This is an optimization exercise on Yosys and OpenROAD, whose aim is small area, a short achievable clock period and few clock cycles, not a production implementation. The RTL was checked by simulation tests, not by an equivalence proof against the original design. Power is estimated from default activity; no workload was simulated.

// ram_sdp_init
module ram_sdp_init #(
  parameter int          DATA_W = 8,
  parameter int          ADDR_W = 8,
  parameter int unsigned FILL   = 0
) (
  input  logic              clk,
  input  logic              rst_n,
  input  logic              init_req,
  output logic              ready,
  input  logic              we,
  input  logic [ADDR_W-1:0] w_addr,
  input  logic [DATA_W-1:0] w_data,
  input  logic              re,
  input  logic [ADDR_W-1:0] r_addr,
  output logic [DATA_W-1:0] r_data,
  output logic              r_valid
);
  localparam int                c_depth = 2 ** ADDR_W;
  localparam logic [DATA_W-1:0] c_fill  = DATA_W'(FILL);
  logic                r_ready;
  logic                w_clr;
  logic [DATA_W-1:0]   w_wdata;
  logic [DATA_W-1:0]   r_mem [c_depth];
  assign w_clr   = !r_ready || init_req;
  assign w_wdata = w_clr ? c_fill : w_data;
  assign ready   = r_ready;
  always_ff @(posedge clk or negedge rst_n) begin
    if (!rst_n) begin
      r_ready <= 1'b0;
      r_valid <= 1'b0;
    end else begin
      r_ready <= 1'b1;
      r_valid <= r_ready && !init_req && re;
    end
  end
  for (genvar i = 0; i < c_depth; i++) begin : g_word
    always_ff @(posedge clk) begin
      if (w_clr || (we && (w_addr == ADDR_W'(i)))) begin
        r_mem[i] <= w_wdata;
      end
    end
  end
  localparam int c_half = c_depth / 2;
  logic                w_collide;
  logic                w_top;
  logic [DATA_W-1:0]   w_rd_lo;
  logic [DATA_W-1:0]   w_rd_hi;
  logic [DATA_W-1:0]   r_rd_lo;
  logic [DATA_W-1:0]   r_rd_hi;
  assign w_collide = we && (w_addr == r_addr);
  assign w_top     = r_addr[ADDR_W-1];
  assign w_rd_lo   = w_collide ? w_data : r_mem[{1'b0, r_addr[ADDR_W-2:0]}];
  assign w_rd_hi   = w_collide ? w_data : r_mem[{1'b1, r_addr[ADDR_W-2:0]}];
  always_ff @(posedge clk) begin
  ...
For scale: about 2,100 flip-flops, roughly 39 I/O pins, about 82,000 sq um of cells after synthesis.
clock: 5.0 ns
lec_check: 0
abc_area: 1
cap_margin: 20
core_margin: 2
core_utilization: 40
cts_buf_list: sky130_fd_sc_hd__clkbuf_16
cts_cluster_diameter: 60
cts_cluster_size: 50
place_density: 0.75
setup_slack_margin: 2.5
slew_margin: 20
run.sh (not shown) runs the stock make flow with config.mk's settings and CLKGATE_MAP_FILE= SYNTH_SCRIPT=/design/flow/synth_recipe.tcl, a recipe that flattens the netlist after the stock synthesis.
Testbench counts at the start, summed over its fixed seeds: cycles 32,784.
==> next run, changes <==
CORE_UTILIZATION = 55   (was 40)
CTS_CLUSTER_DIAMETER = 90   (was 60)
CTS_CLUSTER_SIZE = 24   (was 50)
PLACE_DENSITY = default   (was 0.75)
SETUP_SLACK_MARGIN = 2.7   (was 2.5)
The changed run completed with no timing, DRC or antenna violations.
Critical path depth rises by 15.
Sequential cell count is unchanged.
Worst setup slack is better by 0.063 ns.
Clock skew shrinks by 0.021 ns.
==> next run, changes <==
CORE_UTILIZATION = 40   (was 55)
SETUP_SLACK_MARGIN = 2.5   (was 2.7)
Outcome:
- clock power climbs by a few percent
- routed wire length goes down slightly
- worst setup slack degrades by 0.043 ns
- final area fell by a few percent
- sequential cell count stays the same
- sequential share of layout area is higher by 1.4 points
- synthesized area does not change
- worst hold slack got worse by 0.049 ns
- global-route usage is lower by 9.7 points
- die area came out higher by well over a third

---

build 59:
The RTL this note starts from:
==> flow/design.v <==
`default_nettype none
module ram_sdp_init #(
  parameter int          DATA_W = 8,
  parameter int          ADDR_W = 8,
  parameter int unsigned FILL   = 0
) (
  input  logic              clk,
  input  logic              rst_n,
  input  logic              init_req,
  output logic              ready,
  input  logic              we,
  input  logic [ADDR_W-1:0] w_addr,
  input  logic [DATA_W-1:0] w_data,
  input  logic              re,
  input  logic [ADDR_W-1:0] r_addr,
  output logic [DATA_W-1:0] r_data,
  output logic              r_valid
);
  localparam int                c_depth = 2 ** ADDR_W;
  localparam logic [DATA_W-1:0] c_fill  = DATA_W'(FILL);
  logic                r_ready;
  logic                w_clr;
  logic [DATA_W-1:0]   w_wdata;
  logic [DATA_W-1:0]   r_mem [c_depth];
  assign w_clr   = !r_ready || init_req;
  assign w_wdata = w_clr ? c_fill : w_data;
  assign ready   = r_ready;
  always_ff @(posedge clk or negedge rst_n) begin
    if (!rst_n) begin
      r_ready <= 1'b0;
      r_valid <= 1'b0;
    end else begin
      r_ready <= 1'b1;
      r_valid <= r_ready && !init_req && re;
    end
  end
  for (genvar i = 0; i < c_depth; i++) begin : g_word
    always_ff @(posedge clk) begin
      if (w_clr || (we && (w_addr == ADDR_W'(i)))) begin
        r_mem[i] <= w_wdata;
      end
    end
  end
  localparam int c_half = c_depth / 2;
  logic                w_collide;
  logic                w_top;
  logic [DATA_W-1:0]   w_rd_lo;
  logic [DATA_W-1:0]   w_rd_hi;
  logic [DATA_W-1:0]   r_rd_lo;
  logic [DATA_W-1:0]   r_rd_hi;
  assign w_collide = we && (w_addr == r_addr);
  assign w_top     = r_addr[ADDR_W-1];
  assign w_rd_lo   = w_collide ? w_data : r_mem[{1'b0, r_addr[ADDR_W-2:0]}];
  assign w_rd_hi   = w_collide ? w_data : r_mem[{1'b1, r_addr[ADDR_W-2:0]}];
  always_ff @(posedge clk) begin
    r_rd_lo <= w_top ? '0 : w_rd_lo;
    r_rd_hi <= w_top ? w_rd_hi : '0;
  end
  assign r_data = r_rd_lo | r_rd_hi;
endmodule
`default_nettype wire
==> flow/config.mk <==
export PLATFORM = sky130hd
export DESIGN_NAME = ram_sdp_init
export DESIGN_NICKNAME = ram_sdp_init
export VERILOG_FILES = /design/flow/design.v
export SDC_FILE = /design/flow/constraint.sdc
export NUM_CORES = 4
export LEC_CHECK = 0
export ABC_AREA = 1
export CAP_MARGIN = 20
export CORE_MARGIN = 2
export CORE_UTILIZATION = 40
export CTS_BUF_LIST = sky130_fd_sc_hd__clkbuf_16
export CTS_CLUSTER_DIAMETER = 60
export CTS_CLUSTER_SIZE = 50
export SETUP_SLACK_MARGIN = 3.0
export SLEW_MARGIN = 20
==> flow/constraint.sdc <==
create_clock -name core_clock -period 5.0 [get_ports {clk}]
set_input_delay 1.0000 -clock core_clock [delete_from_list [all_inputs] [get_ports {clk}]]
set_output_delay 1.0000 -clock core_clock [all_outputs]
set_load 0.01 [all_outputs]
Testbench counts of build 59, summed over its fixed seeds: cycles 32,784.
### build 59 -> build 39
# build 59
export LEC_CHECK = 0
export ABC_AREA = 1
export CAP_MARGIN = 20
export CORE_MARGIN = 2
export CORE_UTILIZATION = 40
export CTS_BUF_LIST = sky130_fd_sc_hd__clkbuf_16
export CTS_CLUSTER_DIAMETER = 60
export CTS_CLUSTER_SIZE = 50
export SETUP_SLACK_MARGIN = 3.0
export SLEW_MARGIN = 20
create_clock -name core_clock -period 5.0 [get_ports {clk}]
# build 39
export LEC_CHECK = 0
export ABC_AREA = 1
export CAP_MARGIN = 20
export CORE_MARGIN = 2
export CORE_UTILIZATION = 55
export CTS_BUF_LIST = sky130_fd_sc_hd__clkbuf_16
export CTS_CLUSTER_DIAMETER = 90
export CTS_CLUSTER_SIZE = 24
export SETUP_SLACK_MARGIN = 2.5
export SLEW_MARGIN = 20
create_clock -name core_clock -period 5.0 [get_ports {clk}]
--- outcome ---
Share of cell area taken by multi-input logic gates sits lower in build 39 than in build 59. Start point of the critical path: r_rd_hi[4] -> build 59, r_addr[0] -> build 39. Build 39 vs. build 59: die area went down, ratio of total power to cell area now smaller, count of placed standard cells in the final layout, fillers left out moved down.
Input-level comparison between build 57 and build 39:
# build 39
export LEC_CHECK = 0
export ABC_AREA = 1
export CAP_MARGIN = 20
export CORE_MARGIN = 2
export CORE_UTILIZATION = 55
export CTS_BUF_LIST = sky130_fd_sc_hd__clkbuf_16
export CTS_CLUSTER_DIAMETER = 90
export CTS_CLUSTER_SIZE = 24
export SETUP_SLACK_MARGIN = 2.5
export SLEW_MARGIN = 20
create_clock -name core_clock -period 5.0 [get_ports {clk}]
# build 57
export LEC_CHECK = 0
export ABC_AREA = 1
export CAP_MARGIN = 20
export CORE_MARGIN = 2
export CORE_UTILIZATION = 40
export CTS_BUF_LIST = sky130_fd_sc_hd__clkbuf_16
export CTS_CLUSTER_DIAMETER = 60
export CTS_CLUSTER_SIZE = 50
export PLACE_DENSITY = 0.9
export SETUP_SLACK_MARGIN = 2.5
export SLEW_MARGIN = 20
create_clock -name core_clock -period 5.0 [get_ports {clk}]
- | ratio of total power to cell area | build 57 vs build 39 | about 7% higher |
- The antenna cell count reported for build 57 is greater than that of build 39 by 23.
- Diff build 39 -> build 57: count of nets after finishing saw little to no change, proportion of power drawn by combinational gates saw a decrease, setup slack of the most critical reg-to-reg path saw an increase.
The following lists how build 26 was set up differently from build 57:
# build 57
export LEC_CHECK = 0
export ABC_AREA = 1
export CAP_MARGIN = 20
export CORE_MARGIN = 2
export CORE_UTILIZATION = 40
export CTS_BUF_LIST = sky130_fd_sc_hd__clkbuf_16
export CTS_CLUSTER_DIAMETER = 60
export CTS_CLUSTER_SIZE = 50
export PLACE_DENSITY = 0.9
export SETUP_SLACK_MARGIN = 2.5
export SLEW_MARGIN = 20
create_clock -name core_clock -period 5.0 [get_ports {clk}]
# build 26
export LEC_CHECK = 0
export ABC_AREA = 1
export CAP_MARGIN = 20
export CORE_MARGIN = 2
export CORE_UTILIZATION = 62
export CTS_BUF_LIST = sky130_fd_sc_hd__clkbuf_16
export CTS_CLUSTER_DIAMETER = 90
export CTS_CLUSTER_SIZE = 24
export SETUP_SLACK_MARGIN = 2.5
export SLEW_MARGIN = 20
create_clock -name core_clock -period 5.0 [get_ports {clk}]
--- outcome ---
Against build 57, global-route wire length before repair in build 26 fell slightly.
The flow did not stop early for build 26: all stages ran, and the layout cleared the timing, design-rule and antenna checks.
Diff build 57 -> build 26: post-detailed-routing wire length saw a decrease, number of instances in the placed design saw a decrease, clock-buffer cell count saw a decrease, HPWL after detailed placement saw an increase, design area saw a decrease.
Comparing final clock period utilization by the worst path for build 26 and build 57, the smaller number came from build 26.
Comparing build 26 and build 57, the lower count of plain and timing-repair buffers is on build 57.
Input-level comparison between build 73 and build 26:
# build 26
export LEC_CHECK = 0
export ABC_AREA = 1
export CAP_MARGIN = 20
export CORE_MARGIN = 2
export CORE_UTILIZATION = 62
export CTS_BUF_LIST = sky130_fd_sc_hd__clkbuf_16
export CTS_CLUSTER_DIAMETER = 90
export CTS_CLUSTER_SIZE = 24
export SETUP_SLACK_MARGIN = 2.5
export SLEW_MARGIN = 20
create_clock -name core_clock -period 5.0 [get_ports {clk}]
# build 73
export LEC_CHECK = 0
export ABC_AREA = 1
export CAP_MARGIN = 20
export CORE_MARGIN = 2
export CORE_UTILIZATION = 40
export SETUP_SLACK_MARGIN = 2.5
export SLEW_MARGIN = 20
create_clock -name core_clock -period 5.0 [get_ports {clk}]
--- outcome ---
- Changes observed in build 73 relative to build 26: die area went up, met3 wirelength from detailed routing has decreased, initial antenna violation count climbed 10, buffers plus inverters on the worst setup path went down.
- Compare build 26 and build 73 | relative contribution of the clock network to total power higher: build 73
- Taking build 26 as the reference, in build 73 part of the total power dissipated in combinational logic lower, count of buffers added by post-CTS timing repair for setup down 12%.

port drivers added, routing unchanged:
The results above use ideal ports. As a check the final layouts listed here were re-extracted and re-timed, cells and wires unchanged. Step 1 (the two cells are an assumption about what drives the block):
set clk [get_ports {clk}]
set_driving_cell -lib_cell sky130_fd_sc_hd__clkbuf_16 $clk
set_driving_cell -lib_cell sky130_fd_sc_hd__buf_2 [delete_from_list [all_inputs] $clk]
Step 2, shift: input delay + t, output delay - t, t = (earliest + latest rising clock arrival at the registers) / 2. This alone moves slack from input paths to output paths. Slacks: no drivers / after step 1 / after step 2; pairs: no drivers / after step 1.
| run | shift t [ns] | setup slack, ns | worst setup path after step 2 | cell pins on the clock port's net |
|---|---|---|---|---|
| the first run of note 1 | 0.892 | 2.359 / 2.264 / 1.417 | input to register | 1 |
| the second run of note 1 | 0.826 | 2.422 / 2.376 / 1.608 | input to register | 1 |
| the third run of note 1 | 0.871 | 2.379 / 2.332 / 1.463 | input to register | 1 |
| build 59 | 0.928 | 2.382 / 2.287 / 1.623 | input to register | 1 |
| build 39 | 0.832 | 2.440 / 2.366 / 1.621 | input to register | 1 |
| build 57 | 0.898 | 2.385 / 2.328 / 1.429 | input to register | 1 |
| build 26 | 0.836 | 2.397 / 2.324 / 1.498 | input to register | 1 |
| build 73 | 0.953 | 2.367 / 2.285 / 1.413 | input to register | 1 |
After both steps every run listed still meets setup and hold. The setup slack of build 57, which loses most, moves by -0.057 ns with the drivers and by -0.956 ns with both steps.
